From an optimization exercise on the open Yosys and OpenROAD flow, aimed at small area and a short achievable clock period; shortcuts taken in it are not production practice. Only simulation tests tie the RTL to the original design; equivalence was not proved. Power and IR drop assume default switching activity.

==> design/flow/design.v <==
module tx_frame_scheduler #(
    parameter int ADDR_W = 9
) (
    input  logic        i_clk,
    input  logic        i_rst,
    input  logic [7:0]  i_wr_data,
    input  logic        i_wr_en,
    input  logic        i_wr_abort,
    input  logic        i_clear_status,
    output logic        o_wr_ready,
    output logic [7:0]  o_tx_data,
    output logic        o_tx_valid,
    output logic        o_tx_last,
    input  logic        i_tx_ready,
    output logic [15:0] o_data_size,
    output logic [7:0]  o_frames_count,
    output logic [15:0] o_status
);
    localparam int DEPTH = 2**ADDR_W;
    localparam int PW    = ADDR_W + 1;
    localparam logic [15:0] MAX_LEN = 16'(DEPTH - 2);
    logic          s_len0, s_len1, s_data, s_skip, s_wbusy;
    logic          r_idle, r_hdr0, r_hdr1, r_data, r_rbusy;
    logic [ADDR_W-1:0] r_wr_ptr, r_commit_ptr;
    logic [PW-1:0] r_used, r_size;
    logic          r_full, r_nready, r_empty;
    logic [7:0]    r_len_lo;
    logic          r_lenlo_z, r_lenlo_1, r_lenlo_ff;
    logic [15:0]   r_remain;
    logic          r_rem1;
    logic [ADDR_W-1:0] r_count;
    logic          r_last;
    logic [7:0]    r_dout;
    logic [7:0]    r_frames;
    logic          r_frames_nz;
    logic [7:0]    r_drops;
    logic [3:0]    r_sticky;
    logic [15:0]   r_wa_n [4];
    logic [7:0]    r_wb_n;
    logic [7:0]    r_wq_data;
    localparam int NB  = 4;
    localparam int BW  = ADDR_W - 2;
    localparam int QTR = DEPTH / NB;
    logic [7:0]    w_rdata;
    logic [1:0]    r_ra_lo;
    logic [BW-1:0] r_bidx [NB];
    logic [7:0]    r_bdat [NB];
    assign w_rdata = r_bdat[r_ra_lo];
    logic abort_act, en, skip_dec, full_hit, store, st_len1, st_data;
    logic len_z, len_big, zl, ov, ok_len, commit, rewind, drop;
    logic [15:0] w_len;
    assign w_len     = {i_wr_data, r_len_lo};
    assign abort_act = i_wr_abort & ~s_len0;
    assign en        = i_wr_en & ~abort_act;
    assign skip_dec  = en & s_skip;
    assign full_hit  = en & ~s_skip & r_full;
    assign store     = en & ~s_skip & ~r_full;
    assign st_len1   = store & s_len1;
    assign st_data   = store & s_data;
    assign len_z     = (i_wr_data == 8'd0) & r_lenlo_z;
    assign len_big   = (i_wr_data > 8'd1) | ((i_wr_data == 8'd1) & r_lenlo_ff);
    assign zl        = st_len1 & len_z;
    assign ov        = st_len1 & ~len_z & len_big;
    assign ok_len    = st_len1 & ~len_z & ~len_big;
    assign commit    = st_data & r_rem1;
    assign rewind    = abort_act | full_hit | zl | ov;
    assign drop      = abort_act | (full_hit & ~s_len0) | zl | ov;
    logic [15:0] rem_dec;
    logic        rem_dec_is1;
    assign rem_dec     = r_remain - 16'd1;
    assign rem_dec_is1 = (r_remain == 16'd2);
    logic n_len0, n_len1, n_data, n_skip;
    logic [15:0] n_remain;
    logic        n_rem1;
    always_comb begin
        n_len0   = s_len0;
        n_len1   = s_len1;
        n_data   = s_data;
        n_skip   = s_skip;
        n_remain = r_remain;
        n_rem1   = r_rem1;
        if (abort_act) begin
            {n_len0, n_len1, n_data, n_skip} = 4'b1000;
        end else if (en) begin
            if (s_skip) begin
                n_remain = rem_dec;
                n_rem1   = rem_dec_is1;
                if (r_rem1) {n_len0, n_len1, n_data, n_skip} = 4'b1000;
            end else if (r_full) begin
                if (s_data && !r_rem1) begin
                    n_remain = rem_dec;
                    n_rem1   = rem_dec_is1;
                    {n_len0, n_len1, n_data, n_skip} = 4'b0001;
                end else begin
                    {n_len0, n_len1, n_data, n_skip} = 4'b1000;
                end
            end else if (s_len0) begin
                {n_len0, n_len1, n_data, n_skip} = 4'b0100;
            end else if (s_len1) begin
                n_remain = w_len;
                n_rem1   = (i_wr_data == 8'd0) & r_lenlo_1;
                if (len_z)        {n_len0, n_len1, n_data, n_skip} = 4'b1000;
                else if (len_big) {n_len0, n_len1, n_data, n_skip} = 4'b0001;
                else              {n_len0, n_len1, n_data, n_skip} = 4'b0010;
            end else if (s_data) begin
                n_remain = rem_dec;
                n_rem1   = rem_dec_is1;
                if (r_rem1) {n_len0, n_len1, n_data, n_skip} = 4'b1000;
            end
        end
    end
    logic [ADDR_W-1:0] wr_inc;
    assign wr_inc = r_wr_ptr + ADDR_W'(1);
    logic xfer, last_xfer, rd_inc;
    assign xfer      = r_data & i_tx_ready;
    assign last_xfer = xfer & r_last;
    assign rd_inc    = r_hdr0 | r_hdr1 | xfer;
    logic [ADDR_W-1:0] cnt_dec;
    logic        cnt_is1, cnt_is2;
    assign cnt_dec = r_count - ADDR_W'(1);
    assign cnt_is1 = (r_count == ADDR_W'(1));
    assign cnt_is2 = (r_count == ADDR_W'(2));
    logic [7:0] dout_adv;
    assign dout_adv = r_last ? 8'd0 : w_rdata;
    logic [PW-1:0] used_p1, used_m1, size_m1;
    assign used_p1 = r_used + PW'(1);
    assign used_m1 = r_used - PW'(1);
    assign size_m1 = r_size - PW'(1);
    logic rw, st, hd;              
    assign rw = rewind;
    assign st = store & ~rewind;
    assign hd = ~rewind & ~store;
    logic [PW-1:0] n_used, n_size;
    logic          n_full, n_empty;
    assign n_used = ({PW{rw &  rd_inc}} & size_m1) | ({PW{rw & ~rd_inc}} & r_size) |
                    ({PW{st &  rd_inc}} & r_used)  | ({PW{st & ~rd_inc}} & used_p1) |
                    ({PW{hd &  rd_inc}} & used_m1) | ({PW{hd & ~rd_inc}} & r_used);
    assign n_full = (rw & ~rd_inc & (r_size == PW'(DEPTH))) |
                    (st &  rd_inc & r_full) | (st & ~rd_inc & (r_used == PW'(DEPTH - 1))) |
                    (hd & ~rd_inc & r_full);
    assign n_empty = (rw &  rd_inc & (r_size == PW'(1))) | (rw & ~rd_inc & (r_size == PW'(0))) |
                     (st &  rd_inc & r_empty) |
                     (hd &  rd_inc & (r_used == PW'(1))) | (hd & ~rd_inc & r_empty);
    assign n_size = ({PW{ commit &  rd_inc}} & r_used)  | ({PW{ commit & ~rd_inc}} & used_p1) |
                    ({PW{~commit &  rd_inc}} & size_m1) | ({PW{~commit & ~rd_inc}} & r_size);
    logic       f_inc, f_dec, f_hold;
    logic [7:0] frames_p1, frames_m1, n_frames;
    assign f_inc     = commit & ~last_xfer;
    assign f_dec     = last_xfer & ~commit;
    assign f_hold    = ~f_inc & ~f_dec;
    assign frames_p1 = r_frames + 8'd1;
    assign frames_m1 = r_frames - 8'd1;
    assign n_frames  = ({8{f_inc}} & frames_p1) | ({8{f_dec}} & frames_m1) | ({8{f_hold}} & r_frames);
    logic [7:0]    r_frames_o;
    logic [PW-1:0] r_size_o;
    logic          r_nempty_o, r_full_o, r_valid_o, r_last_o;
    logic [7:0]    n_frames_o;
    logic [PW-1:0] n_size_o, size_o_m1;
    logic          n_full_o, n_empty_o;
    assign n_frames_o = ({8{f_inc}} & (r_frames_o + 8'd1)) | ({8{f_dec}} & (r_frames_o - 8'd1)) |
                        ({8{f_hold}} & r_frames_o);
    assign size_o_m1  = r_size_o - PW'(1);
    assign n_size_o   = ({PW{ commit &  rd_inc}} & r_used)    | ({PW{ commit & ~rd_inc}} & used_p1) |
                        ({PW{~commit &  rd_inc}} & size_o_m1) | ({PW{~commit & ~rd_inc}} & r_size_o);
    assign n_full_o   = (rw & ~rd_inc & (r_size == PW'(DEPTH))) |
                        (st &  rd_inc & r_full_o) | (st & ~rd_inc & (r_used == PW'(DEPTH - 1))) |
                        (hd & ~rd_inc & r_full_o);
    assign n_empty_o  = (rw &  rd_inc & (r_size == PW'(1))) | (rw & ~rd_inc & (r_size == PW'(0))) |
                        (st &  rd_inc & ~r_nempty_o) |
                        (hd &  rd_inc & (r_used == PW'(1))) | (hd & ~rd_inc & ~r_nempty_o);
    logic [7:0] drops_sat, n_drops;
    assign drops_sat = (r_drops == 8'hFF) ? 8'hFF : r_drops + 8'd1;
    assign n_drops = ({8{ i_clear_status & drop}} & 8'd1) |
                     ({8{~i_clear_status & drop}} & drops_sat) |
                     ({8{~i_clear_status & ~drop}} & r_drops);
    always_ff @(posedge i_clk or posedge i_rst) begin
        if (i_rst) begin
            s_len0       <= 1'b1;
            s_len1       <= 1'b0;
            s_data       <= 1'b0;
            s_skip       <= 1'b0;
            s_wbusy      <= 1'b0;
            r_idle       <= 1'b1;
            r_hdr0       <= 1'b0;
            r_hdr1       <= 1'b0;
            r_data       <= 1'b0;
            r_rbusy      <= 1'b0;
            r_wr_ptr     <= '0;
            r_commit_ptr <= '0;
            r_ra_lo      <= '0;
            for (int j = 0; j < NB; j++) r_bidx[j] <= '0;
            r_used       <= '0;
            r_size       <= '0;
            r_full       <= 1'b0;
            r_nready     <= 1'b0;
            r_empty      <= 1'b1;
            r_last       <= 1'b0;
            r_dout       <= 8'd0;
            r_frames     <= 8'd0;
            r_frames_o   <= 8'd0;
            r_size_o     <= '0;
            r_nempty_o   <= 1'b0;
            r_full_o     <= 1'b0;
            r_valid_o    <= 1'b0;
            r_last_o     <= 1'b0;
            r_frames_nz  <= 1'b0;
            r_drops      <= 8'd0;
            r_sticky     <= 4'b0000;
        end else begin
            s_len0  <= n_len0;
            s_len1  <= n_len1;
            s_data  <= n_data;
            s_skip  <= n_skip;
            s_wbusy <= ~n_len0;
            if (rewind)     r_wr_ptr <= r_commit_ptr;
            else if (store) r_wr_ptr <= wr_inc;
            if (commit) r_commit_ptr <= wr_inc;
            r_idle  <= (r_idle & ~r_frames_nz) | last_xfer;
            r_hdr0  <= r_idle & r_frames_nz;
            r_hdr1  <= r_hdr0;
            r_data  <= r_hdr1 | (r_data & ~last_xfer);
            r_rbusy <= ~((r_idle & ~r_frames_nz) | last_xfer);
            if ((r_idle & r_frames_nz) | r_hdr0 | r_hdr1 | (xfer & ~r_last)) begin
                r_ra_lo <= r_ra_lo + 2'd1;
                for (int j = 0; j < NB; j++)
                    if (r_ra_lo == 2'(j)) r_bidx[j] <= r_bidx[j] + 1'b1;
            end
            if (r_hdr1)      r_last <= cnt_is1;
            else if (r_data) r_last <= i_tx_ready ? (~r_last & cnt_is2) : r_last;
            else             r_last <= 1'b0;
            if (r_hdr1)      r_dout <= w_rdata;
            else if (r_data) r_dout <= i_tx_ready ? dout_adv : r_dout;
            else             r_dout <= 8'd0;
            r_frames    <= n_frames;
            r_frames_nz <= f_inc | (f_dec & (r_frames != 8'd1)) | (f_hold & r_frames_nz);
            r_frames_o <= n_frames_o;
            r_size_o   <= n_size_o;
            r_full_o   <= n_full_o;
            r_nempty_o <= ~n_empty_o;
            r_valid_o  <= r_hdr1 | (r_valid_o & ~(i_tx_ready & r_last));
            if (r_hdr1)         r_last_o <= cnt_is1;
            else if (r_valid_o) r_last_o <= i_tx_ready ? (~r_last_o & cnt_is2) : r_last_o;
            else                r_last_o <= 1'b0;
            r_used  <= n_used;
            r_size  <= n_size;
            r_full  <= n_full;
            r_nready <= n_full;
            r_empty <= n_empty;
            r_sticky <= (i_clear_status ? 4'b0000 : r_sticky) |
                        {abort_act, ov, zl, full_hit};
            r_drops  <= n_drops;
        end
    end
    always_ff @(posedge i_clk) begin
        r_remain <= n_remain;
        r_rem1   <= n_rem1;
        if (store && s_len0) begin
            r_len_lo   <= i_wr_data;
            r_lenlo_z  <= (i_wr_data == 8'h00);
            r_lenlo_1  <= (i_wr_data == 8'h01);
            r_lenlo_ff <= (i_wr_data == 8'hFF);
        end
        if (r_idle)      r_count[7:0]        <= w_rdata;
        else if (r_hdr0) r_count[ADDR_W-1:8] <= w_rdata[ADDR_W-9:0];
        else if (xfer)   r_count             <= cnt_dec;
    end
    always_ff @(posedge i_clk) begin
        for (int j = 0; j < 4; j++)
            for (int k = 0; k < 16; k++)
                r_wa_n[j][k] <= ~(store && r_wr_ptr[1:0] == 2'(j) && r_wr_ptr[5:2] == 4'(k));
        for (int k = 0; k < 8; k++) r_wb_n[k] <= ~(r_wr_ptr[8:6] == 3'(k));
        r_wq_data <= i_wr_data;
    end
    logic [DEPTH*8-1:0] r_mem;
    always_ff @(posedge i_clk) begin
        for (int j = 0; j < NB; j++) begin
            for (int i = 0; i < QTR; i++)
                if (!(r_wa_n[j][i[3:0]] | r_wb_n[i[6:4]])) r_mem[(j*QTR+i)*8 +: 8] <= r_wq_data;
            r_bdat[j] <= r_mem[(j*QTR + int'(r_bidx[j]))*8 +: 8];
        end
    end
    assign o_wr_ready     = ~r_nready;
    assign o_tx_valid     = r_valid_o;
    assign o_tx_last      = r_last_o;
    assign o_tx_data      = r_dout;
    assign o_data_size    = 16'(r_size_o);
    assign o_frames_count = r_frames_o;
    assign o_status       = {r_drops, r_sticky, ~r_nempty_o, r_full_o, r_rbusy, s_wbusy};
endmodule
==> design/flow/run.sh <==
#!/bin/bash
# synth_recipe.tcl (not shown) runs the flow's synth.tcl, then flattens the netlist and writes it again
# the make line also repeats each setting of config.mk as NAME=value (left out here)
make -C /OpenROAD-flow-scripts/flow DESIGN_CONFIG=/design/flow/config.mk WORK_HOME=/design/flow/orfs CLKGATE_MAP_FILE= SYNTH_SCRIPT=/design/flow/synth_recipe.tcl finish
==> design/flow/config.mk <==
export PLATFORM = sky130hd
export DESIGN_NAME = tx_frame_scheduler
export DESIGN_NICKNAME = tx_frame_scheduler
export VERILOG_FILES = /design/flow/design.v
export SDC_FILE = /design/flow/constraint.sdc
export NUM_CORES = 4
export LEC_CHECK = 0
export ABC_CLOCK_PERIOD_IN_PS = 3000
export CAP_MARGIN = 20
export CORE_MARGIN = 2
export CORE_UTILIZATION = 40
export CTS_CLUSTER_DIAMETER = 120
export CTS_CLUSTER_SIZE = 25
export SETUP_SLACK_MARGIN = 4.3
export SLEW_MARGIN = 20
==> design/flow/constraint.sdc <==
create_clock -name core_clock -period 7.0 [get_ports {i_clk}]
set_input_delay 1.4000 -clock core_clock [delete_from_list [all_inputs] [get_ports {i_clk}]]
set_output_delay 1.4000 -clock core_clock [all_outputs]
set_load 0.01 [all_outputs]
==> flow_summary.ini, run 1 <==
[status]
status = finished clean

[timing]
final_period_minus_worst_setup_slack_ns = 3.10
worst_pin_slew_ns = 1.24
timing.setup.tns_ns = 0
finalSetupViolCount = 0
whs_ns = 0.486
finalHoldViolations = 0
period_share = 0.442
timing.slew.headroom = 0.174
setup_ws_ns = 3.90
rsz0062_at_grt = true
skew_ns = 0.0544
fmax_mhz = 323
slew_viol_final = 0

[cts]
htree_levels = 4
worstSkewPairLatency_ns = 0.96
clk_pin_slew_ns = 0.10
tritoncts = yes
holdBufCountCts = 0
clock_path_buffers = 4
cts_num_sinks = 4376
root_buffer = clkbuf_16
cts_buffers = 198

[floorplanning]
core_um2 = 424000
die_w_um = 657
die_area_um2 = 432000
rows = 239
initial_core_util = 0.402
die_h_um = 657
ioPinCount = 65

[cells_and_area]
syn_to_final_growth_pct = 9.40
final_nets = 8843
layout-drive-gt1-share = 0.187
fillers = 35900
stdcell_count = 14600
final_area_um2 = 187000
fin_util = 0.440

[drt]
drtPass1Iterations = 8
drt_wl_total_mm = 456
dr.first_iter.drc_count = 11500
drc = 0
route.vias.total = 86600
wire_per_inst_um = 31.2
drtAntennaViolNets = 0
vias_per_cell = 5.94

[setup_path]
arrival_ns = 1.70
crit_chain = buf_6
r2r_slack_ns = 4.29
slowest_delay_ns = 0.57
worstPathMaxFanout = 2
critPathLaunchType = flip-flop
crit_slowest_cell = dfrtp_2
endpoint_kind = output port
path_class = flip-flop to output port
worst-path-buf-inv = 1
cp_top_family = flip-flops
crit_required_ns = 5.60

[grt]
grt.overflow.total = 0
grt_pass1_wl_mm = 642
grt_busiest_layer = met2
antenna_found_initial = 15
use_met1 = 0.291
grt_usage = 0.204
grt_max_degree = 193
grt_use_met3 = 0.0303
grt_pass1_vias = 85000
grt_use_met2 = 0.331

[synth]
synth_warnings = 4
netlist_area_um2 = 171000
yosys.area.top_type = edfxtp_1
yosys.area.top_type_share = 0.727
avgSynthCellArea_um2 = 19.5
synth_most_common_cell = edfxtp_1
async_reset_ff_frac = 0.0299
synth_seq_cells = 4376
ys_seq_area_frac = 0.759
yosys_most_used_dff = edfxtp_1
synth_commonest_cells = edfxtp_1, mux4_2, nor2_1
synth.area.top_cells = edfxtp_1, mux4_2, mux2i_1
synthCells = 8776
synth_cell_type_count = 89
synth-edff-count = 4133

[power_and_ir_drop]
power.leakage_nw = 57.8
powerDensity_nw_per_um2 = 343
max-vdd-ir-drop_mv = 0.221
power_mw = 64.1

[placed_design]
dpl_cell_area_um2 = 177000
dpl.hpwl_mm = 268
port_buffers = 58
gp_congestion = 0.852
post-place-ws_ns = 2.76
dp.cells = 14100

[run]
drv_cap = 0

[hold_path]
min_path_type = flip-flop to flip-flop
==> timing repair <==
item,4_1_cts,5_1_grt
pin swaps,18,10
resized for setup,530,81
setup buffers,125,29
setup endpoints to repair,153,510
gates cloned,28,8
==> layout make-up <==
class | instances | area [um2] | area share
well taps | 5663 | 7090 | 0.0379
clock buffers | 320 | 5480 | 0.0293
inverters | 55 | 215 | 0.00115
multi-input cells | 3774 | 38900 | 0.208
clock inverters | 11 | 171 | 0.000917
diodes | 4 | 10.0 | 0.0000536
flip-flops and latches | 4376 | 130000 | 0.695
repair buffers | 391 | 5140 | 0.0275
==> registers in the layout, summed over array words and instances (netlist names), 9 cells and up <==
name,cells
r_size_o,10
r_wr_ptr,9
r_mem,4096
r_commit_ptr,9
r_count,9
r_wa_n,64
r_remain,16
r_used,10
r_bdat,32
r_bidx,28
r_size,10
==> report_power, final <==
part | switching [mW] | total [mW] | internal [mW] | leakage (nW)
clock network | 7.98 | 13.5 | 5.48 | 2.69
registers | 0.950 | 30.0 | 29.1 | 39.7
logic | 11.6 | 20.7 | 9.02 | 15.5
==> cells in the final DEF (no fill, tap or decap), types with 20 or more instances in the layout <==
master	netlist	final
edfxtp_1	4133	4133
mux4_2	785	785
nor2_1	631	623
mux2i_1	600	581
nand2_1	243	242
clkbuf_16	0	209
buf_4	104	196
a21oi_1	165	165
a22oi_1	130	120
clkbuf_1	178	119
o22ai_1	104	94
dfxtp_1	112	91
dfrtp_1	129	89
o221ai_1	76	70
nand3_1	69	62
xnor2_1	63	62
o21ai_0	67	61
nor3_1	61	59
a22o_1	59	58
a211oi_1	85	57
a31oi_1	54	51
buf_12	2	48
buf_6	49	45
inv_1	49	44
xor2_1	35	35
ha_1	33	31
buf_16	0	31
o211ai_1	28	28
dfrtp_2	0	27
nand2b_1	25	24
nor2b_1	37	24
nor4_1	26	24
or3_1	24	24
nand4_1	24	24
a211oi_2	1	23
nand3b_1	22	22
o32a_1	22	22
bufbuf_16	0	21
a2111oi_2	4	20
==> final timing paths <==
check,start,to,cells past startpoint
worst max-delay path,r_dout[5],o_tx_data[5],1
worst max register to register,r_bidx[1][0],r_bdat[1][1],7
max in group asynchronous,i_rst,r_bidx[1][0],3
min in group asynchronous,i_rst,r_drops[1],3
worst min register to register,r_commit_ptr[3],r_wr_ptr[3],2
worst min-delay path,r_commit_ptr[3],r_wr_ptr[3],2
==> routing by layer <==
metal,routed length (um),part of all wire
met1,187000,0.41
met2,218000,0.48
met3,37000,0.081
met4,13000,0.028
met5,87,0.00019
==> cell families (layout without fill, tap and decap cells) <==
group                    Yosys count  after routing  share of synthesized area
XOR/XNOR                          98             98                    0.00503
adder cells (fa/ha/maj)           33             33                    0.00242
buffers and inverters            632            777                     0.0196
flip-flops                      4376           4376                      0.759
other                              1             10                  0.0000220
multiplexers                    1403           1403                      0.140
AND/OR/NAND/NOR                 1265           1265                     0.0334
AO/OA/AOI/OAI                    968            969                     0.0406
==> inputs of run 2 (changes only) <==
--- a/design/flow/design.v
+++ b/design/flow/design.v
@@ -23,7 +23,7 @@
     logic          r_idle, r_hdr0, r_hdr1, r_data, r_rbusy;
     logic [ADDR_W-1:0] r_wr_ptr, r_commit_ptr;
     logic [PW-1:0] r_used, r_size;
-    logic          r_full, r_nready, r_empty;
+    logic          r_full, r_ready, r_empty;
     logic [7:0]    r_len_lo;
     logic          r_lenlo_z, r_lenlo_1, r_lenlo_ff;
     logic [15:0]   r_remain;
@@ -151,23 +151,6 @@
     assign frames_p1 = r_frames + 8'd1;
     assign frames_m1 = r_frames - 8'd1;
     assign n_frames  = ({8{f_inc}} & frames_p1) | ({8{f_dec}} & frames_m1) | ({8{f_hold}} & r_frames);
-    logic [7:0]    r_frames_o;
-    logic [PW-1:0] r_size_o;
-    logic          r_nempty_o, r_full_o, r_valid_o, r_last_o;
-    logic [7:0]    n_frames_o;
-    logic [PW-1:0] n_size_o, size_o_m1;
-    logic          n_full_o, n_empty_o;
-    assign n_frames_o = ({8{f_inc}} & (r_frames_o + 8'd1)) | ({8{f_dec}} & (r_frames_o - 8'd1)) |
-                        ({8{f_hold}} & r_frames_o);
-    assign size_o_m1  = r_size_o - PW'(1);
-    assign n_size_o   = ({PW{ commit &  rd_inc}} & r_used)    | ({PW{ commit & ~rd_inc}} & used_p1) |
-                        ({PW{~commit &  rd_inc}} & size_o_m1) | ({PW{~commit & ~rd_inc}} & r_size_o);
-    assign n_full_o   = (rw & ~rd_inc & (r_size == PW'(DEPTH))) |
-                        (st &  rd_inc & r_full_o) | (st & ~rd_inc & (r_used == PW'(DEPTH - 1))) |
-                        (hd & ~rd_inc & r_full_o);
-    assign n_empty_o  = (rw &  rd_inc & (r_size == PW'(1))) | (rw & ~rd_inc & (r_size == PW'(0))) |
-                        (st &  rd_inc & ~r_nempty_o) |
-                        (hd &  rd_inc & (r_used == PW'(1))) | (hd & ~rd_inc & ~r_nempty_o);
     logic [7:0] drops_sat, n_drops;
     assign drops_sat = (r_drops == 8'hFF) ? 8'hFF : r_drops + 8'd1;
     assign n_drops = ({8{ i_clear_status & drop}} & 8'd1) |
@@ -192,17 +175,11 @@
             r_used       <= '0;
             r_size       <= '0;
             r_full       <= 1'b0;
-            r_nready     <= 1'b0;
+            r_ready      <= 1'b1;
             r_empty      <= 1'b1;
             r_last       <= 1'b0;
             r_dout       <= 8'd0;
             r_frames     <= 8'd0;
-            r_frames_o   <= 8'd0;
-            r_size_o     <= '0;
-            r_nempty_o   <= 1'b0;
-            r_full_o     <= 1'b0;
-            r_valid_o    <= 1'b0;
-            r_last_o     <= 1'b0;
             r_frames_nz  <= 1'b0;
             r_drops      <= 8'd0;
             r_sticky     <= 4'b0000;
@@ -233,18 +210,10 @@
             else             r_dout <= 8'd0;
             r_frames    <= n_frames;
             r_frames_nz <= f_inc | (f_dec & (r_frames != 8'd1)) | (f_hold & r_frames_nz);
-            r_frames_o <= n_frames_o;
-            r_size_o   <= n_size_o;
-            r_full_o   <= n_full_o;
-            r_nempty_o <= ~n_empty_o;
-            r_valid_o  <= r_hdr1 | (r_valid_o & ~(i_tx_ready & r_last));
-            if (r_hdr1)         r_last_o <= cnt_is1;
-            else if (r_valid_o) r_last_o <= i_tx_ready ? (~r_last_o & cnt_is2) : r_last_o;
-            else                r_last_o <= 1'b0;
             r_used  <= n_used;
             r_size  <= n_size;
             r_full  <= n_full;
-            r_nready <= n_full;
+            r_ready <= ~n_full;
             r_empty <= n_empty;
             r_sticky <= (i_clear_status ? 4'b0000 : r_sticky) |
                         {abort_act, ov, zl, full_hit};
@@ -279,11 +248,11 @@
             r_bdat[j] <= r_mem[(j*QTR + int'(r_bidx[j]))*8 +: 8];
         end
     end
-    assign o_wr_ready     = ~r_nready;
-    assign o_tx_valid     = r_valid_o;
-    assign o_tx_last      = r_last_o;
+    assign o_wr_ready     = r_ready;
+    assign o_tx_valid     = r_data;
+    assign o_tx_last      = r_last;
     assign o_tx_data      = r_dout;
-    assign o_data_size    = 16'(r_size_o);
-    assign o_frames_count = r_frames_o;
-    assign o_status       = {r_drops, r_sticky, ~r_nempty_o, r_full_o, r_rbusy, s_wbusy};
+    assign o_data_size    = 16'(r_size);
+    assign o_frames_count = r_frames;
+    assign o_status       = {r_drops, r_sticky, r_empty, r_full, r_rbusy, s_wbusy};
 endmodule
==> flow_summary.ini, run 2 <==
[floorplanning]
core_um2 = 423000
rows = 239
initial_core_util = 0.401
ioPinCount = 65
die_area_um2 = 429000
die_h_um = 655
die_w_um = 655

[drt]
vias_per_cell = 5.89
drt_wl_total_mm = 455
dr.first_iter.drc_count = 10500
route.vias.total = 85800
wire_per_inst_um = 31.2
drtPass1Iterations = 7
drc = 0
drtAntennaViolNets = 0

[power_and_ir_drop]
max-vdd-ir-drop_mv = 0.238
power_mw = 63.2
power.leakage_nw = 57.4
powerDensity_nw_per_um2 = 339

[timing]
finalHoldViolations = 0
timing.setup.tns_ns = 0
worst_pin_slew_ns = 1.27
skew_ns = 0.0826
setup_ws_ns = 3.84
final_period_minus_worst_setup_slack_ns = 3.16
finalSetupViolCount = 0
slew_viol_final = 0
fmax_mhz = 317
period_share = 0.451
rsz0062_at_grt = true
timing.slew.headroom = 0.156
whs_ns = 0.483

[grt]
grt_pass1_vias = 84800
grt_use_met2 = 0.335
grt_max_degree = 206
use_met1 = 0.286
grt_busiest_layer = met2
grt.overflow.total = 0
grt_usage = 0.206
grt_use_met3 = 0.0316
grt_pass1_wl_mm = 640
antenna_found_initial = 17

[synth]
yosys.area.top_type_share = 0.731
synth_commonest_cells = edfxtp_1, mux4_2, nor2_1
synth_cell_type_count = 91
ys_seq_area_frac = 0.761
synth_warnings = 4
netlist_area_um2 = 170000
synthCells = 8701
avgSynthCellArea_um2 = 19.5
synth_most_common_cell = edfxtp_1
async_reset_ff_frac = 0.0255
synth_seq_cells = 4356
yosys_most_used_dff = edfxtp_1
yosys.area.top_type = edfxtp_1
synth.area.top_cells = edfxtp_1, mux4_2, mux2i_1
synth-edff-count = 4133

[setup_path]
worstPathMaxFanout = 2
regToRegEndpoint = r_bdat[1][5]
rr_worst_depth = 8
endpoint_kind = output port
critPathLaunchType = flip-flop
r2r_start = r_bidx[1][0]
path_class = flip-flop to output port
crit_chain = buf_12 > buf_6
arrival_ns = 1.76
r2r_slack_ns = 4.22
crit_required_ns = 5.60
crit_slowest_cell = dfstp_2
slowest_delay_ns = 0.56

[cells_and_area]
regMostFlops = r_mem
syn_to_final_growth_pct = 9.74
layout-drive-gt1-share = 0.201
mostFrequentLayoutCells = edfxtp_1, mux4_2, nor2_1
fillers = 35900
fin_util = 0.440
reg_top3 = r_mem x4096, r_wa_n x64, r_bdat x32
layout_commonest_cell = edfxtp_1
largest_reg_flops = 4096
final_nets = 8796

[cts]
tritoncts = yes
cts_num_sinks = 4356
cts_buffers = 198
htree_levels = 4
root_buffer = clkbuf_16
clock_path_buffers = 4
holdBufCountCts = 0
worstSkewPairLatency_ns = 0.96
clk_pin_slew_ns = 0.10

[placed_design]
post-place-ws_ns = 2.87
gp_congestion = 0.863
dpl.hpwl_mm = 266
port_buffers = 58

[run]
drv_cap = 0

[hold_path]
min_path_cells = 2
hp-start = r_commit_ptr[8]
min_to = r_wr_ptr[8]
min_path_type = flip-flop to flip-flop

[status]
status = finished clean
[run 2: changes by cell type in the layout (fill, tap and decap cells not counted), sizes merged, moves of 22 or more]
cell,change
mux2i,-105
mux2,+57
a21oi,-55
buf,+41
o22ai,+27
nor2b,+25
a211oi,+22
dfrtp,-22
[run 2: critical path: cells and delay by family (launching register included)]
family	cells	cell delay [ns]
DFF	1	0.56
buffers and inverters	2	0.25
[run 2: how the worst max path moves through the flow]
| stage | from | to | depth (start not counted) |
|---|---|---|---|
| 4_1_cts | r_empty | o_status[3] | 2 |
| 3_3_place_gp | r_bidx[1][1] | r_bdat[1][3] | 6 |
| 5_1_grt | r_empty | o_status[3] | 2 |
| 6_report | r_empty | o_status[3] | 2 |
| 3_5_place_dp | i_wr_abort | r_frames[4] | 10 |
| 2_1_floorplan | i_wr_data[3] | r_drops[7] | 6 |
[run 2: timing repair]
item / CTS / global route
pin swaps: 13 / 17
cloned: 25 / 9
endpoints found under the setup margin: 400 / 253
buffers inserted: 135 / 55
gates resized for setup: 590 / 108
[run 2: power breakdown]
part | switching [mW] | internal, mW | total, mW
clock network | 7.98 | 5.43 | 13.4
registers | 0.733 | 28.9 | 29.6
logic | 11.3 | 8.90 | 20.2
[run 2: kinds of logic (layout without fill, tap and decap cells)]
| logic type | after synthesis | in the layout | synth area share |
|---|---|---|---|
| adders and majority gates | 30 | 30 | 0.00221 |
| xor gates and xnor gates | 84 | 84 | 0.00434 |
| buffers and inverters | 620 | 800 | 0.0186 |
| other | 1 | 16 | 0.0000221 |
| DFF | 4356 | 4356 | 0.761 |
| and+or+nand+nor | 1335 | 1337 | 0.0356 |
| muxes | 1362 | 1362 | 0.139 |
| AOI/OAI and AO/OA | 913 | 913 | 0.0389 |
[run 2: stage by stage]
stage,area (um2),instances
detailed placement,176000,14000
global route,186000,14600
global placement,176000,14000
finish,186000,14600
floorplan,170000,8706
CTS,185000,14500
[run 2: metal layers]
layer,wire length (um),share of wire
met1,184000,0.41
met2,219000,0.48
met3,35600,0.078
met4,16500,0.036
met5,67,0.00015
[run 2: cell type report]
cell class | count | area (um2) | area share
clock buffers | 324 | 5470 | 0.0294
flip-flops and latches | 4356 | 129000 | 0.694
well taps | 5663 | 7090 | 0.0381
multi-input cells | 3732 | 38600 | 0.207
inverters | 38 | 156 | 0.000840
diodes | 10 | 25.0 | 0.000134
clock inverters | 12 | 143 | 0.000766
repair buffers | 426 | 5500 | 0.0295
==> inputs of run 3 (changes only) <==
--- a/design/flow/design.v
+++ b/design/flow/design.v
@@ -35,14 +35,14 @@
     logic          r_frames_nz;
     logic [7:0]    r_drops;
     logic [3:0]    r_sticky;
-    logic [15:0]   r_wa_n [4];
+    logic [7:0]    r_wa_n [8];
     logic [7:0]    r_wb_n;
     logic [7:0]    r_wq_data;
-    localparam int NB  = 4;
-    localparam int BW  = ADDR_W - 2;
+    localparam int NB  = 8;
+    localparam int BW  = ADDR_W - 3;
     localparam int QTR = DEPTH / NB;
     logic [7:0]    w_rdata;
-    logic [1:0]    r_ra_lo;
+    logic [2:0]    r_ra_lo;
     logic [BW-1:0] r_bidx [NB];
     logic [7:0]    r_bdat [NB];
     assign w_rdata = r_bdat[r_ra_lo];
@@ -198,9 +198,9 @@
             r_data  <= r_hdr1 | (r_data & ~last_xfer);
             r_rbusy <= ~((r_idle & ~r_frames_nz) | last_xfer);
             if ((r_idle & r_frames_nz) | r_hdr0 | r_hdr1 | (xfer & ~r_last)) begin
-                r_ra_lo <= r_ra_lo + 2'd1;
+                r_ra_lo <= r_ra_lo + 3'd1;
                 for (int j = 0; j < NB; j++)
-                    if (r_ra_lo == 2'(j)) r_bidx[j] <= r_bidx[j] + 1'b1;
+                    if (r_ra_lo == 3'(j)) r_bidx[j] <= r_bidx[j] + 1'b1;
             end
             if (r_hdr1)      r_last <= cnt_is1;
             else if (r_data) r_last <= i_tx_ready ? (~r_last & cnt_is2) : r_last;
@@ -234,9 +234,9 @@
         else if (xfer)   r_count             <= cnt_dec;
     end
     always_ff @(posedge i_clk) begin
-        for (int j = 0; j < 4; j++)
-            for (int k = 0; k < 16; k++)
-                r_wa_n[j][k] <= ~(store && r_wr_ptr[1:0] == 2'(j) && r_wr_ptr[5:2] == 4'(k));
+        for (int j = 0; j < 8; j++)
+            for (int k = 0; k < 8; k++)
+                r_wa_n[j][k] <= ~(store && r_wr_ptr[2:0] == 3'(j) && r_wr_ptr[5:3] == 3'(k));
         for (int k = 0; k < 8; k++) r_wb_n[k] <= ~(r_wr_ptr[8:6] == 3'(k));
         r_wq_data <= i_wr_data;
     end
@@ -244,7 +244,7 @@
     always_ff @(posedge i_clk) begin
         for (int j = 0; j < NB; j++) begin
             for (int i = 0; i < QTR; i++)
-                if (!(r_wa_n[j][i[3:0]] | r_wb_n[i[6:4]])) r_mem[(j*QTR+i)*8 +: 8] <= r_wq_data;
+                if (!(r_wa_n[j][i[2:0]] | r_wb_n[i[5:3]])) r_mem[(j*QTR+i)*8 +: 8] <= r_wq_data;
             r_bdat[j] <= r_mem[(j*QTR + int'(r_bidx[j]))*8 +: 8];
         end
     end
--- a/design/flow/config.mk
+++ b/design/flow/config.mk
@@ -8,7 +8,7 @@
 export ABC_CLOCK_PERIOD_IN_PS = 3000
 export CAP_MARGIN = 20
 export CORE_MARGIN = 2
-export CORE_UTILIZATION = 40
+export CORE_UTILIZATION = 42
 export CTS_CLUSTER_DIAMETER = 120
 export CTS_CLUSTER_SIZE = 25
 export SETUP_SLACK_MARGIN = 4.3
==> flow_summary.ini, run 3 <==
[cells_and_area]
stdcell_count = 14000
syn_to_final_growth_pct = 8.40
final_nets = 8444
mostFrequentLayoutCells = edfxtp_1, mux4_2, nor2_1
regMostFlops = r_mem
largest_reg_flops = 4096
layout-drive-gt1-share = 0.201
layout_commonest_cell = edfxtp_1
reg_top3 = r_mem x4096, r_bdat x64, r_wa_n x64

[grt]
grt_use_met3 = 0.0255
grt.overflow.total = 0
grt_busiest_layer = met2
use_met1 = 0.277
grt_pass1_vias = 82600
grt_pass1_wl_mm = 595
grt_max_degree = 201
grt_use_met2 = 0.324
antenna_found_initial = 20
grt_usage = 0.196

[setup_path]
r2r_slack_ns = 4.30
crit_required_ns = 5.60
worstPathMaxFanout = 2
endpoint_kind = output port
rr_worst_depth = 7
slowest_delay_ns = 0.58
crit_chain = buf_6
r2r_start = r_bidx[7][0]
critPathLaunchType = flip-flop
crit_slowest_cell = dfstp_2
path_class = flip-flop to output port
worst-path-buf-inv = 1
arrival_ns = 1.65
startpoint = r_empty
cp_top_family = flip-flops
regToRegEndpoint = r_bdat[7][6]

[drt]
drtAntennaViolNets = 0
route.vias.total = 81700
drt_wl_total_mm = 414
drc = 0
vias_per_cell = 5.84
drtPass1Iterations = 6
wire_per_inst_um = 29.6
dr.first_iter.drc_count = 9016

[synth]
synth_commonest_cells = edfxtp_1, mux4_2, nor2_1
synth_xor_area_frac = 0.00526
synth-edff-count = 4133
synth_warnings = 4
ys_seq_area_frac = 0.760
synth_seq_cells = 4409
synthSimpleGateAreaFrac = 0.0305
yosys.area.top_type = edfxtp_1
yosys_most_used_dff = edfxtp_1
synth.area.top_cells = edfxtp_1, mux4_2, mux2i_1
synthAdderAreaFrac = 0.00270
synth_top_family_by_area = multiplexers
netlist_area_um2 = 171000
synth_most_common_cell = edfxtp_1
yosys.area.top_type_share = 0.724
synthMuxAreaShare = 0.160
avgSynthCellArea_um2 = 20.4
async_reset_ff_frac = 0.0299
synth_cell_type_count = 88
synthCells = 8423
synth-compound-area-share = 0.0252

[cts]
tritoncts = yes
htree_levels = 4
root_buffer = clkbuf_16
cts_num_sinks = 4409
worstSkewPairLatency_ns = 0.98
clock_path_buffers = 4
cts_buffers = 200
clk_pin_slew_ns = 0.11
holdBufCountCts = 0

[hold_path]
min_path_type = flip-flop to flip-flop
min_to = r_commit_ptr[0]
min_path_cells = 2
hp-start = r_commit_ptr[0]

[placed_design]
dpl.hpwl_mm = 240
port_buffers = 58
gp_congestion = 0.848
dp.cells = 13500

[floorplanning]
core_um2 = 406000
initial_core_util = 0.422
rows = 234
die_w_um = 643
ioPinCount = 65
die_area_um2 = 413000
die_h_um = 643

[status]
status = finished clean

[timing]
slew_viol_final = 0
timing.slew.headroom = 0.109
final_period_minus_worst_setup_slack_ns = 3.05
timing.setup.tns_ns = 0
skew_ns = 0.0548
fmax_mhz = 328
finalHoldViolations = 0
rsz0062_at_grt = true
worst_pin_slew_ns = 1.34
period_share = 0.436
finalSetupViolCount = 0

[power_and_ir_drop]
max-vdd-ir-drop_mv = 0.223
powerDensity_nw_per_um2 = 341
power.leakage_nw = 56.6

[run]
drv_cap = 0
-- run 3: cell types whose count changed after synthesis, moves of 50 or more --
cell,change
a211oi_1,-73
a22oi_1,-86
o22ai_1,-65
mux2i_1,-124
a22o_1,-50
mux4_2,+187
-- run 3: cell type report --
| type | count | area [um2] |
|---|---|---|
| Timing Repair Buffer | 313 | 3850 |
| Antenna cell | 5 | 12.5 |
| Fill cell | 33900 | 221000 |
| Sequential cell | 4409 | 130000 |
| Clock inverter | 12 | 190 |
| Multi-Input combinational cell | 3423 | 38700 |
| Clock buffer | 351 | 5650 |
| Inverter | 46 | 191 |
| Tap cell | 5428 | 6790 |
-- run 3: per-stage QoR --
| stage | hold slack (ns) | utilization | total power [mW] | setup slack, ns | cell area (um2) |
|---|---|---|---|---|---|
| after detailed placement | 0.472 | 0.437 | 48.7 | 2.35 | 178000 |
| after global placement | 0.464 | 0.437 | 48.5 | 2.22 | 178000 |
| after floorplan | 0.446 | - | 42.9 | 3.90 | 172000 |
| final | 0.496 | 0.457 | 63.3 | 3.95 | 186000 |
| after global routing | 0.529 | 0.457 | 65.5 | 3.90 | 186000 |
| after CTS | 0.495 | 0.456 | 63.5 | 3.88 | 185000 |
-- run 3: power by group --
group          leakage, nW  internal [mW]  switching, mW
logic                 13.9           8.58           10.2
registers             39.9           29.5           1.42
clock network         2.77           5.61           8.03
total                 56.6           43.7           19.6
-- run 3: layer usage --
metal,vias up,share of wire
li1,34200,-
met1,44300,0.42
met2,2884,0.49
met3,434,0.066
met4,0,0.024
met5,-,0
-- run 3: kinds of logic after synthesis --
logic type / after synthesis
fa+ha+maj: 37
buf+inv: 597
mux: 1453
other cells: 1
flops: 4409
xor+xnor: 103
simple gates: 1205
compound gates: 618
-- run 3: how the worst max path moves through the flow --
stage | slack, ns | endpoint | cells after the start
2_1_floorplan | 3.90 | r_frames[6] | 10
6_report | 3.95 | o_status[3] | 1
5_1_grt | 3.90 | o_status[3] | 1
3_3_place_gp | 2.22 | r_frames[5] | 10
3_5_place_dp | 2.35 | r_frames[5] | 10
4_1_cts | 3.88 | o_status[3] | 1
-- run 3: timing repair --
action | in CTS | in global routing
buffers inserted | 95 | 20
cloned | 12 | 5
setup endpoints to repair | 220 | 226
pin swaps | 9 | 7
gates resized for setup | 379 | 62
hold endpoints to repair | 0 | 0
==> inputs of run 4 (changes only) <==
--- a/design/flow/config.mk
+++ b/design/flow/config.mk
@@ -8,8 +8,8 @@
 export ABC_CLOCK_PERIOD_IN_PS = 3000
 export CAP_MARGIN = 20
 export CORE_MARGIN = 2
-export CORE_UTILIZATION = 42
+export CORE_UTILIZATION = 40
 export CTS_CLUSTER_DIAMETER = 120
 export CTS_CLUSTER_SIZE = 25
-export SETUP_SLACK_MARGIN = 4.3
+export SETUP_SLACK_MARGIN = 4.2
 export SLEW_MARGIN = 20
==> flow_summary.ini, run 4 <==
[status]
status = finished clean

[cells_and_area]
layout_commonest_cell = edfxtp_1
layout-drive-gt1-share = 0.202
largest_reg_flops = 4096
mostFrequentLayoutCells = edfxtp_1, mux4_2, nor2_1
reg_top3 = r_mem x4096, r_bdat x64, r_wa_n x64
final_area_um2 = 186000
regMostFlops = r_mem
final_nets = 8445
stdcell_count = 14200
syn_to_final_growth_pct = 8.57

[floorplanning]
die_h_um = 659
core_um2 = 427000
ioPinCount = 65
die_area_um2 = 434000
die_w_um = 659
rows = 240
initial_core_util = 0.402

[grt]
grt_pass1_vias = 81700
antenna_found_initial = 11
grt.overflow.total = 0
grt_usage = 0.185
grt_max_degree = 193
grt_pass1_wl_mm = 592

[drt]
drt_wl_total_mm = 413
drtAntennaViolNets = 0
drc = 0
route.vias.total = 82100
drtPass1Iterations = 7
wire_per_inst_um = 29.0
dr.first_iter.drc_count = 9707
vias_per_cell = 5.77

[synth]
synth_cell_type_count = 88
yosys_most_used_dff = edfxtp_1
avgSynthCellArea_um2 = 20.4
synth.area.top_cells = edfxtp_1, mux4_2, mux2i_1
async_reset_ff_frac = 0.0299
synthCells = 8423
netlist_area_um2 = 171000
synth_seq_cells = 4409
yosys.area.top_type = edfxtp_1
synth-edff-count = 4133
synth_most_common_cell = edfxtp_1
synth_warnings = 4
yosys.area.top_type_share = 0.724
synth_commonest_cells = edfxtp_1, mux4_2, nor2_1
ys_seq_area_frac = 0.760

[timing]
whs_ns = 0.498
period_share = 0.431
slew_viol_final = 0
timing.setup.tns_ns = 0
fmax_mhz = 332
worst_pin_slew_ns = 1.20
finalSetupViolCount = 0
rsz0062_at_grt = true
final_period_minus_worst_setup_slack_ns = 3.01
finalHoldViolations = 0
skew_ns = 0.0799
timing.slew.headroom = 0.199

[cts]
root_buffer = clkbuf_16
worstSkewPairLatency_ns = 0.93
holdBufCountCts = 0
clk_pin_slew_ns = 0.10
tritoncts = yes
cts_buffers = 199
cts_num_sinks = 4409
htree_levels = 4
clock_path_buffers = 4

[setup_path]
critPathLaunchType = flip-flop
slowest_delay_ns = 0.58
path_class = flip-flop to output port
crit_required_ns = 5.60
cp_top_family = flip-flops
endpoint_kind = output port
crit_chain = buf_6
crit_slowest_cell = dfstp_2
crit_cells = 1
arrival_ns = 1.61
worstPathMaxFanout = 2
worst-path-buf-inv = 1
rr_worst_depth = 5

[hold_path]
min_path_cells = 2
min_path_type = flip-flop to flip-flop

[placed_design]
dpl_cell_area_um2 = 178000
dp.cells = 13700
port_buffers = 58
gp_congestion = 0.845
dpl.hpwl_mm = 240

[power_and_ir_drop]
p_sw_mw = 19.4
pwr-share-comb = 0.294
pwr-share-clk = 0.215
seqPwrFrac = 0.492
power.leakage_nw = 56.6
max-vdd-ir-drop_mv = 0.229
p_int_mw = 43.6
powerDensity_nw_per_um2 = 338
power.share.switching = 0.308

[run]
drv_cap = 0
==> run 4: cell counts after synthesis <==
No cell type changed its count.
==> run 4: cell families after synthesis <==
| kind of cell | count (synthesis) | share of synthesized area |
|---|---|---|
| compound gates | 618 | 0.0252 |
| xor+xnor | 103 | 0.00526 |
| fa+ha+maj | 37 | 0.00270 |
| buf+inv | 597 | 0.0165 |
| mux | 1453 | 0.160 |
| simple gates | 1205 | 0.0305 |
| other cells | 1 | 0.0000219 |
| flops | 4409 | 0.760 |
==> run 4: power by group through the flow <==
stage                     combinational (mW)  clock, mW  sequential, mW
after floorplan                         12.3          0            30.5
after global placement                  16.1          0            32.2
after detailed placement                16.2          0            32.2
after CTS                               18.3       13.8            31.1
after global routing                    19.6       14.6            31.0
final                                   18.5       13.5            31.0
==> run 4: area by class of cell <==
class / count / area [um2]
Multi-Input combinational cell: 3422 / 38700
Clock inverter: 10 / 165
Clock buffer: 339 / 5590
Antenna cell: 3 / 7.51
Fill cell: 36200 / 241000
Sequential cell: 4409 / 130000
Tap cell: 5687 / 7120
Timing Repair Buffer: 316 / 3930
Inverter: 46 / 195
==> run 4: final timing paths <==
kind	startpoint	slack, ns	to
worst max-delay path	r_empty	3.99	o_status[3]
worst min-delay path	r_commit_ptr[2]	0.50	r_commit_ptr[2]
worst max register to register	r_bidx[5][0]	4.24	r_bdat[5][1]
worst min register to register	r_commit_ptr[2]	0.50	r_commit_ptr[2]
max in group asynchronous	i_rst	4.85	r_drops[3]
min in group asynchronous	i_rst	0.92	r_bidx[0][5]
==> run 4: stage by stage <==
stage / setup slack, ns / total power, mW / utilization
floorplan: 3.62 / 42.8 / -
global placement: 1.83 / 48.3 / 0.417
detailed placement: 1.88 / 48.5 / 0.417
CTS: 3.91 / 63.1 / 0.434
global route: 3.93 / 65.2 / 0.436
finish: 3.99 / 63.0 / 0.436
==> run 4: routing by layer <==
| metal | vias up | wire length [um] | track usage |
|---|---|---|---|
| met1 | 44500 | 178000 | 0.271 |
| met4 | 4 | 10900 | 0.0460 |
| met5 | - | 23 | 0 |
| met3 | 481 | 27700 | 0.0251 |
| li1 | 34100 | - | - |
| met2 | 3021 | 196000 | 0.295 |
==> run 4: repair_timing <==
item | CTS | global route
resized for setup | 368 | 39
buffers inserted | 75 | 41
gates cloned | 12 | 5
endpoints found under the setup margin | 223 | 120
pin swaps | 4 | 10

==> port drivers added, routing unchanged <==
No port has a modelled driver above. Below, the same layouts with a new extraction and two added sets of constraints.
Step 1: set_driving_cell puts a clkbuf_16 on i_clk and a buf_2 on each other input, an assumption about the parent block.
Step 2 also shifts input and output timing later by t, the mid clock arrival at the registers, as if the neighbouring blocks saw the same clock.
Three values: no drivers, after step 1, after step 2; two values: the first two.
run | t (ns) | slack for setup (ns) | worst register clock-pin slew, ns
run 1 | 1.044 | 3.903 / 3.801 / 3.347 | 0.11 / 0.11
run 2 | 1.044 | 3.841 / 3.728 / 3.174 | 0.11 / 0.11
run 3 | 1.052 | 3.948 / 3.838 / 3.266 | 0.11 / 0.11
run 4 | 1.012 | 3.986 / 3.876 / 3.280 | 0.11 / 0.11
After both steps setup and hold are still met in every run listed. The setup slack of run 4, which loses most, moves by -0.110 ns with the drivers and by -0.706 ns with both steps.
